Source: an optimization exercise on an open RTL-to-GDS flow (aim: a short achievable clock period and few clock cycles). Production flows keep margins and buffers that such runs may drop.
The RTL of this run was laid out without a check of its function.
Power and IR drop assume default switching activity.

<file path="flow/design.v">
package cache_pkg;
    localparam int ADDR_W = 32;
    localparam int DATA_W = 32;
    typedef enum logic [1:0] {
        SIZE_BYTE = 2'b00,
        SIZE_HALF = 2'b01,
        SIZE_WORD = 2'b10
    } size_t;
    typedef enum logic [2:0] {
        ST_IDLE,
        ST_LOOKUP,
        ST_EVICT,
        ST_WAIT_DRAIN,
        ST_REFILL,
        ST_FINISH
    } ctrl_state_t;
    typedef struct packed {
        logic [ADDR_W-3:0] waddr;
        logic [DATA_W-1:0] data;
    } evict_t;
    function automatic logic [3:0] apply_size(size_t size, logic [1:0] off);
        case (size)
            2'b00:     apply_size = 4'b0001 << off;
            2'b01:     apply_size = off[1] ? 4'b1100 : 4'b0011;
            default:   apply_size = 4'b1111;
        endcase
    endfunction
endpackage
module cache_top (
    input  logic        clk,
    input  logic        rst,
    input  logic        psel,
    input  logic        penable,
    input  logic        pwrite,
    input  logic [31:0] paddr,
    input  logic [31:0] pwdata,
    input  logic [1:0]  psize,
    output logic [31:0] prdata,
    output logic        pready,
    output logic        pslverr,
    output logic        m_psel,
    output logic        m_penable,
    output logic        m_pwrite,
    output logic [31:0] m_paddr,
    output logic [31:0] m_pwdata,
    input  logic [31:0] m_prdata,
    input  logic        m_pready
);
    localparam int NE = 4;    
    logic [15:0]       valid;
    logic [15:0]       dirty;
    logic [25:0]       tag_mem  [16];
    logic [31:0]       data_mem [16];
    logic [3:0]  idx;
    logic [25:0] atag;
    logic [1:0]  off;
    logic [3:0]  lanes;
    logic [31:0] wsh;
    assign idx   = paddr[5:2];
    assign atag  = paddr[31:6];
    assign off   = paddr[1:0];
    assign lanes = cache_pkg::apply_size(cache_pkg::size_t'(psize), off);
    assign wsh   = pwdata << {off, 3'b000};
    function automatic logic [31:0] merge(input logic [31:0] old, input logic [31:0] d,
                                          input logic [3:0] m);
        for (int i = 0; i < 4; i++) merge[8*i +: 8] = m[i] ? d[8*i +: 8] : old[8*i +: 8];
    endfunction
    logic [15:0] dec;
    logic [15:0] eq;
    logic        hit;
    logic        vdirty;
    logic [31:0] line;
    logic [25:0] vtag;
    always_comb begin
        for (int i = 0; i < 16; i++) begin
            dec[i] = (idx == 4'(i));
            eq[i]  = valid[i] && (tag_mem[i] == atag);
        end
    end
    assign hit    = |(dec & eq);
    assign vdirty = |(dec & valid & dirty);
    assign line   = data_mem[idx];
    assign vtag   = tag_mem[idx];
    logic c_hit;       
    logic c_miss;      
    logic c_fwd;       
    logic c_vp;        
    logic c_chk;       
    logic [31:0] rdata_q;
    logic [31:0] fwd_word;
    logic        st_pend;
    logic [3:0]  st_idx;
    logic [31:0] st_word;
    logic setup;
    assign setup = psel && !penable && !c_hit && !c_miss;
    logic [29:0] e_addr [NE];
    logic [31:0] e_data [NE];
    logic [$clog2(NE+1)-1:0] e_cnt;
    logic        pop;
    logic        push;
    logic [29:0] push_addr;
    logic [31:0] push_data;
    logic       b_busy;     
    logic       b_acc;      
    logic       b_wr;
    logic [29:0] b_addr;
    logic [31:0] b_data;
    logic       b_free;     
    logic       rd_done;
    logic       rd_req;     
    assign b_free  = !b_busy || (b_acc && m_pready);
    assign rd_done = b_acc && !b_wr && m_pready;
    assign pop     = b_acc && b_wr && m_pready;
    logic setup_miss;
    assign setup_miss = setup && !hit;
    logic room;
    assign room = (e_cnt != NE) || pop;
    logic victim_now;       
    assign victim_now = (setup_miss && vdirty && room) || (c_vp && room);
    assign push       = victim_now;
    assign push_addr  = {vtag, idx};
    assign push_data  = line;
    logic want_rd;
    logic rd_pending;
    assign rd_pending = setup_miss || rd_req;
    assign want_rd    = rd_pending && !(setup_miss && vdirty && !room) && !(c_vp && !room);
    logic [$clog2(NE+1)-1:0] cnt_after_pop;
    assign cnt_after_pop = e_cnt - pop;
    logic wb_ok;
    assign wb_ok = (cnt_after_pop != 0) &&
                   ((setup && hit) || !psel || c_vp || (cnt_after_pop == NE));
    logic start_rd, start_wb;
    assign start_rd = b_free && want_rd;
    assign start_wb = b_free && !want_rd && wb_ok;
    logic        fmatch;
    logic [31:0] fdata;
    always_comb begin
        fmatch = 1'b0;
        fdata  = e_data[0];
        for (int i = 0; i < NE; i++) begin
            if (i < e_cnt && e_addr[i] == paddr[31:2]) begin
                fmatch = 1'b1;
                fdata  = e_data[i];
            end
        end
    end
    logic [31:0] fill_base;
    logic [31:0] fill_word;
    assign fill_base = c_fwd ? fwd_word : m_prdata;
    assign fill_word = pwrite ? merge(fill_base, wsh, lanes) : fill_base;
    always_ff @(posedge clk) begin
        if (rst) begin
            valid   <= '0;
            dirty   <= '0;
            c_hit   <= 1'b0;
            c_miss  <= 1'b0;
            c_vp    <= 1'b0;
            c_chk   <= 1'b0;
            c_fwd   <= 1'b0;
            st_pend <= 1'b0;
            rd_req  <= 1'b0;
            e_cnt   <= '0;
            b_busy  <= 1'b0;
            b_acc   <= 1'b0;
            b_wr    <= 1'b0;
        end else begin
            c_hit   <= setup && hit;
            st_pend <= setup && hit && pwrite;
            c_chk   <= setup_miss;
            if (setup_miss) begin
                c_miss <= 1'b1;
                c_fwd  <= 1'b0;
                c_vp   <= vdirty && !room;
            end
            if (c_vp && room) c_vp <= 1'b0;
            if (c_chk) c_fwd <= fmatch;
            if (rd_done) begin
                c_miss           <= 1'b0;
                valid[idx]       <= 1'b1;
                dirty[idx]       <= pwrite;
            end
            if (st_pend) dirty[st_idx] <= 1'b1;
            rd_req <= rd_pending && !start_rd;
            e_cnt <= e_cnt - pop + push;
            if (b_free) begin
                b_busy <= start_rd || start_wb;
                b_acc  <= 1'b0;
                b_wr   <= start_wb;
            end else begin
                b_acc  <= 1'b1;
            end
        end
    end
    always_ff @(posedge clk) begin
        if (setup) rdata_q <= line >> {off, 3'b000};
        if (c_chk) begin
            fwd_word <= fdata;
            rdata_q  <= fdata >> {off, 3'b000};
        end
        if (setup) begin
            st_idx  <= idx;
            st_word <= merge(line, wsh, lanes);
        end
        if (st_pend) data_mem[st_idx] <= st_word;
        if (rd_done) begin
            data_mem[idx] <= fill_word;
            tag_mem[idx]  <= atag;
        end
        if (pop) begin
            for (int i = 0; i < NE - 1; i++) begin
                e_addr[i] <= e_addr[i+1];
                e_data[i] <= e_data[i+1];
            end
        end
        if (push) begin
            e_addr[cnt_after_pop] <= push_addr;
            e_data[cnt_after_pop] <= push_data;
        end
        if (b_free) begin
            if (start_rd) begin
                b_addr <= paddr[31:2];
            end else begin
                b_addr <= pop ? e_addr[1] : e_addr[0];
                b_data <= pop ? e_data[1] : e_data[0];
            end
        end
    end
    assign pready  = c_hit || (c_miss && rd_done);
    assign prdata  = (c_miss && !c_fwd) ? (m_prdata >> {off, 3'b000}) : rdata_q;
    assign pslverr = 1'b0;
    assign m_psel    = b_busy;
    assign m_penable = b_acc;
    assign m_pwrite  = b_wr;
    assign m_paddr   = {b_addr, 2'b00};
    assign m_pwdata  = b_data;
endmodule
</file>
<file path="flow/run.sh">
#!/bin/bash
# synth_recipe.tcl (not shown) runs the flow's synth.tcl, then flattens the netlist and writes it again
# the make line also repeats each setting of config.mk as NAME=value (left out here)
make -C /OpenROAD-flow-scripts/flow DESIGN_CONFIG=/design/flow/config.mk WORK_HOME=/design/flow/orfs CLKGATE_MAP_FILE= SYNTH_SCRIPT=/design/flow/synth_recipe.tcl finish
</file>
<file path="flow/config.mk">
export PLATFORM = sky130hd
export DESIGN_NAME = cache_top
export DESIGN_NICKNAME = cache_top
export VERILOG_FILES = /design/flow/design.v
export SDC_FILE = /design/flow/constraint.sdc
export NUM_CORES = 4
export LEC_CHECK = 0
export ABC_CLOCK_PERIOD_IN_PS = 3000
export CAP_MARGIN = 20
export CORE_MARGIN = 2
export CORE_UTILIZATION = 40
export SETUP_SLACK_MARGIN = 2.6
export SLEW_MARGIN = 20
</file>
<file path="flow/constraint.sdc">
create_clock -name core_clock -period 5.8 [get_ports {clk}]
set_input_delay 1.1600 -clock core_clock [delete_from_list [all_inputs] [get_ports {clk}]]
set_output_delay 1.1600 -clock core_clock [all_outputs]
set_load 0.01 [all_outputs]
</file>
==> impl_metrics.env <==
export IMPL_status="finished clean"
export IMPL_place_area_um2=73240
export IMPL_hold_end="valid[8]$_SDFFE_PP0P_"
export IMPL_fin_setup_tns_ns=0
export IMPL_wirelength_mm=260.9
export IMPL_tightest_slew_ns=1.087
export IMPL_grtUsageMet2_pct=43.80
export IMPL_fin_crit_ns=3.533
export IMPL_drv_cap=0
export IMPL_leakage_nw=30.02
export IMPL_r2r_worst_path_cells=13
export IMPL_cts_tree="built"
export IMPL_worstHoldStart="valid[8]$_SDFFE_PP0P_"
export IMPL_rows=151
export IMPL_vias=48880
export IMPL_initial_core_util_pct=40.36
export IMPL_die_h_um=417.7
export IMPL_htree_levels=4
export IMPL_dp_hpwl_mm=156.0
export IMPL_syn_inst=5258
export IMPL_cp_arrival_ns=4.09
export IMPL_holdCritPathClass="flop to flop"
export IMPL_final_common_cell="edfxtp_1"
export IMPL_syn_cell_area_um2=68470
export IMPL_required_ns=6.35
export IMPL_ant_nets=0
export IMPL_grtUsageTotal_pct=28.73
export IMPL_power_density_nw_per_um2=274.9
export IMPL_core_area_um2=169700
export IMPL_rr_startpoint="tag_mem[6][8]$_DFFE_PP_"
export IMPL_async_flop_share_pct=0
export IMPL_drtIter0Drc=7326
export IMPL_syn_to_final_growth_pct=24.53
export IMPL_design_area_um2=85260
export IMPL_first_global_vias=45800
export IMPL_mostFrequentLayoutCells="edfxtp_1 (1276), nand2_1 (754), o21ai_0 (540)"
export IMPL_rsz0062_at_grt="yes"
export IMPL_holdPathStages=2
export IMPL_finalNetCount=5776
export IMPL_finalCritPeriodShare_pct=60.92
export IMPL_gp_congestion=0.9485
export IMPL_ys_flop_type="edfxtp_1"
export IMPL_vdd_drop_max_v=0.0003010
export IMPL_io_buffers=201
export IMPL_drtPass1Iterations=6
export IMPL_setup_viol=0
export IMPL_synth_edf_count=1276
export IMPL_die_x_um=417.7
export IMPL_yosysWarnings=1
export IMPL_clk_path_buf_depth=3
export IMPL_rr_endpoint="b_data[31]$_DFFE_PP_"
export IMPL_cts_hold_buf=0
export IMPL_skew_ns=0.05547
export IMPL_pin_count=205
export IMPL_ff2ff_setup_slack_ns=2.47
export IMPL_cts_buffers=154
export IMPL_busiest_layer="met2"
export IMPL_gr_usage_met1_pct=37.91
export IMPL_cts_clk_slew_worst_paths_ns=0.06
export IMPL_ys_seq_elements=1383
export IMPL_route_detailed_drc=0
export IMPL_hold_violations=0
export IMPL_critPathLaunchType="primary input"
export IMPL_grt_pass1_wl_mm=354.7
export IMPL_clock_latency_ns=0.82
export IMPL_antenna_found_initial=7
export IMPL_die_area_um2=174500
export IMPL_wire_per_inst_um=32.58
export IMPL_synth_distinct_cells=66
export IMPL_use_met3_pct=6.064
export IMPL_fmaxAchievable_mhz=283.0
export IMPL_viasPerCell=6.103
export IMPL_crit_type="primary input to flop"
export IMPL_cts_root_buf="clkbuf_16"
export IMPL_drive_above_1_share_pct=28.31
export IMPL_gr_total_overflow=0
export IMPL_fillers=14290
export IMPL_slew_headroom_pct=27.29
export IMPL_syn_avg_cell_area_um2=13.02
export IMPL_crit_fanout=8
export IMPL_cp_end_kind="flop"
export IMPL_drv_slew=0
export IMPL_synth_seq_area_share_pct=59.09
export IMPL_cts_sinks=1383
export IMPL_grt_max_degree=78
## metal layers
| metal | routed length (um) | part of all wire, % | vias up |
|---|---|---|---|
| met4 | 18180 | 7.0 | 2 |
| met2 | 117600 | 45 | 3324 |
| li1 | - | - | 20360 |
| met1 | 95910 | 37 | 24550 |
| met3 | 29180 | 11 | 637 |
| met5 | 7 | 0.0027 | - |
## synth_stat cells, types with 77 or more instances
| cell type | n | area share (%) |
|---|---|---|
| buf_2 | 101 | 0.74 |
| edfxtp_1 | 1276 | 56 |
| inv_1 | 96 | 0.53 |
| mux4_2 | 290 | 9.5 |
| nand4_1 | 93 | 0.85 |
| a21oi_1 | 126 | 0.92 |
| o21ai_0 | 570 | 4.2 |
| nor4_1 | 77 | 0.70 |
| xnor2_1 | 284 | 3.6 |
| clkbuf_1 | 302 | 1.7 |
| mux2i_1 | 166 | 2.4 |
| mux2_2 | 173 | 2.8 |
| dfxtp_1 | 107 | 3.1 |
| nor2_1 | 135 | 0.74 |
| nand2_1 | 769 | 4.2 |
| xor2_1 | 261 | 3.3 |
## through the flow
step | utilization [%] | setup slack, ns | hold WS, ns | total power (W) | instances
3_3_place_gp | 43.15 | 0.3801 | 0.4406 | 0.01349 | 7402
5_1_grt | 50.25 | 2.251 | 0.4835 | 0.02398 | 8003
4_1_cts | 48.82 | 2.267 | 0.4458 | 0.02328 | 7870
3_5_place_dp | 43.17 | 0.3377 | 0.4390 | 0.01351 | 7402
6_report | 50.26 | 2.267 | 0.4457 | 0.02344 | 8008
2_1_floorplan | - | 0.5772 | 0.4215 | 0.01250 | 5260
## cell type report
class                           instances  area [um2]  share of cell area, %
Timing Repair Buffer                  694        8368                  9.814
Clock buffer                          208        4202                  4.928
Sequential cell                      1383       40470                  47.46
Multi-Input combinational cell       3326       28380                  33.29
Tap cell                             2218        2775                  3.255
Antenna cell                           15       37.54                0.04402
Clock inverter                         66       615.6                 0.7220
Inverter                               98       412.9                 0.4843
## kinds of logic after synthesis
group | count (synthesis) | synth area share, %
muxes | 664 | 15.39
and+or+nand+nor | 1226 | 7.949
adders and majority gates | 15 | 0.2741
buffers and inverters | 571 | 3.446
DFF | 1383 | 59.09
AOI/OAI and AO/OA | 853 | 6.876
other | 1 | 0.005477
xor gates and xnor gates | 545 | 6.971
## sequential cells by signal, summed over array words and instances (netlist names), 16 cells and up
name / cells
e_addr: 120
b_data: 32
e_data: 128
data_mem: 512
rdata_q: 32
b_addr: 30
fwd_word: 32
dirty: 16
tag_mem: 416
valid: 16
st_word: 32
## worst max-delay path by stage
stage                        start                       to  slack (ns)  depth (start not counted)
after detailed placement  paddr[5]  e_addr[2][22]$_DFFE_PP_        0.34                         12
after global placement    paddr[5]  e_data[2][22]$_DFFE_PP_        0.38                         12
after global routing      paddr[2]      b_data[0]$_DFFE_PP_        2.25                         17
after CTS                 paddr[1]                prdata[2]        2.27                          8
final                     paddr[3]     b_data[31]$_DFFE_PP_        2.27                         16
after floorplan           paddr[3]   e_addr[3][0]$_DFFE_PP_        0.58                         17
## worst max-delay path: stages
cell	delay, ns
buf_16	0.14
inv_12	0.07
ha_4	0.18
nand4b_1	0.29
nor4_2	0.38
nand4_1	0.15
o22ai_2	0.32
nor2_4	0.07
and4_4	0.21
buf_6	0.12
a21o_4	0.25
a22oi_2	0.22
nor2_4	0.06
buf_12	0.17
buf_6	0.12
buf_12	0.14
## what timing repair did
action / in CTS / in global routing
cloned: 64 / 24
pin swaps: 93 / 93
buffers inserted: 130 / 99
resized for setup: 790 / 256
setup endpoints to repair: 1471 / 584
## where the power goes
part	internal (W)	switching (W)	total (W)
registers	0.0110	0.000134	0.0112
logic	0.00110	0.00158	0.00268
clock network	0.00540	0.00418	0.00959

-- what the ideal ports hide --
Ports are ideal in the flow. The routed layout listed here was re-timed in OpenROAD. Step 1: set_driving_cell puts a clkbuf_16 on clk and a buf_2 on each other input, an assumption about the parent block. Step 2, shift: input delay + t, output delay - t, t = (earliest + latest rising clock arrival at the registers) / 2. This alone moves slack from input paths to output paths. Three values: no drivers, after step 1, after step 2; two values: the first two.
shift t [ns]: 0.875
slack for setup (ns): 2.267 / 2.029 / 1.351
hold WS [ns]: 0.446 / 0.446 / 0.446
After both steps setup and hold are still met in this run. For this run, drivers alone change the setup slack by -0.238 ns; drivers and shift together by -0.916 ns.
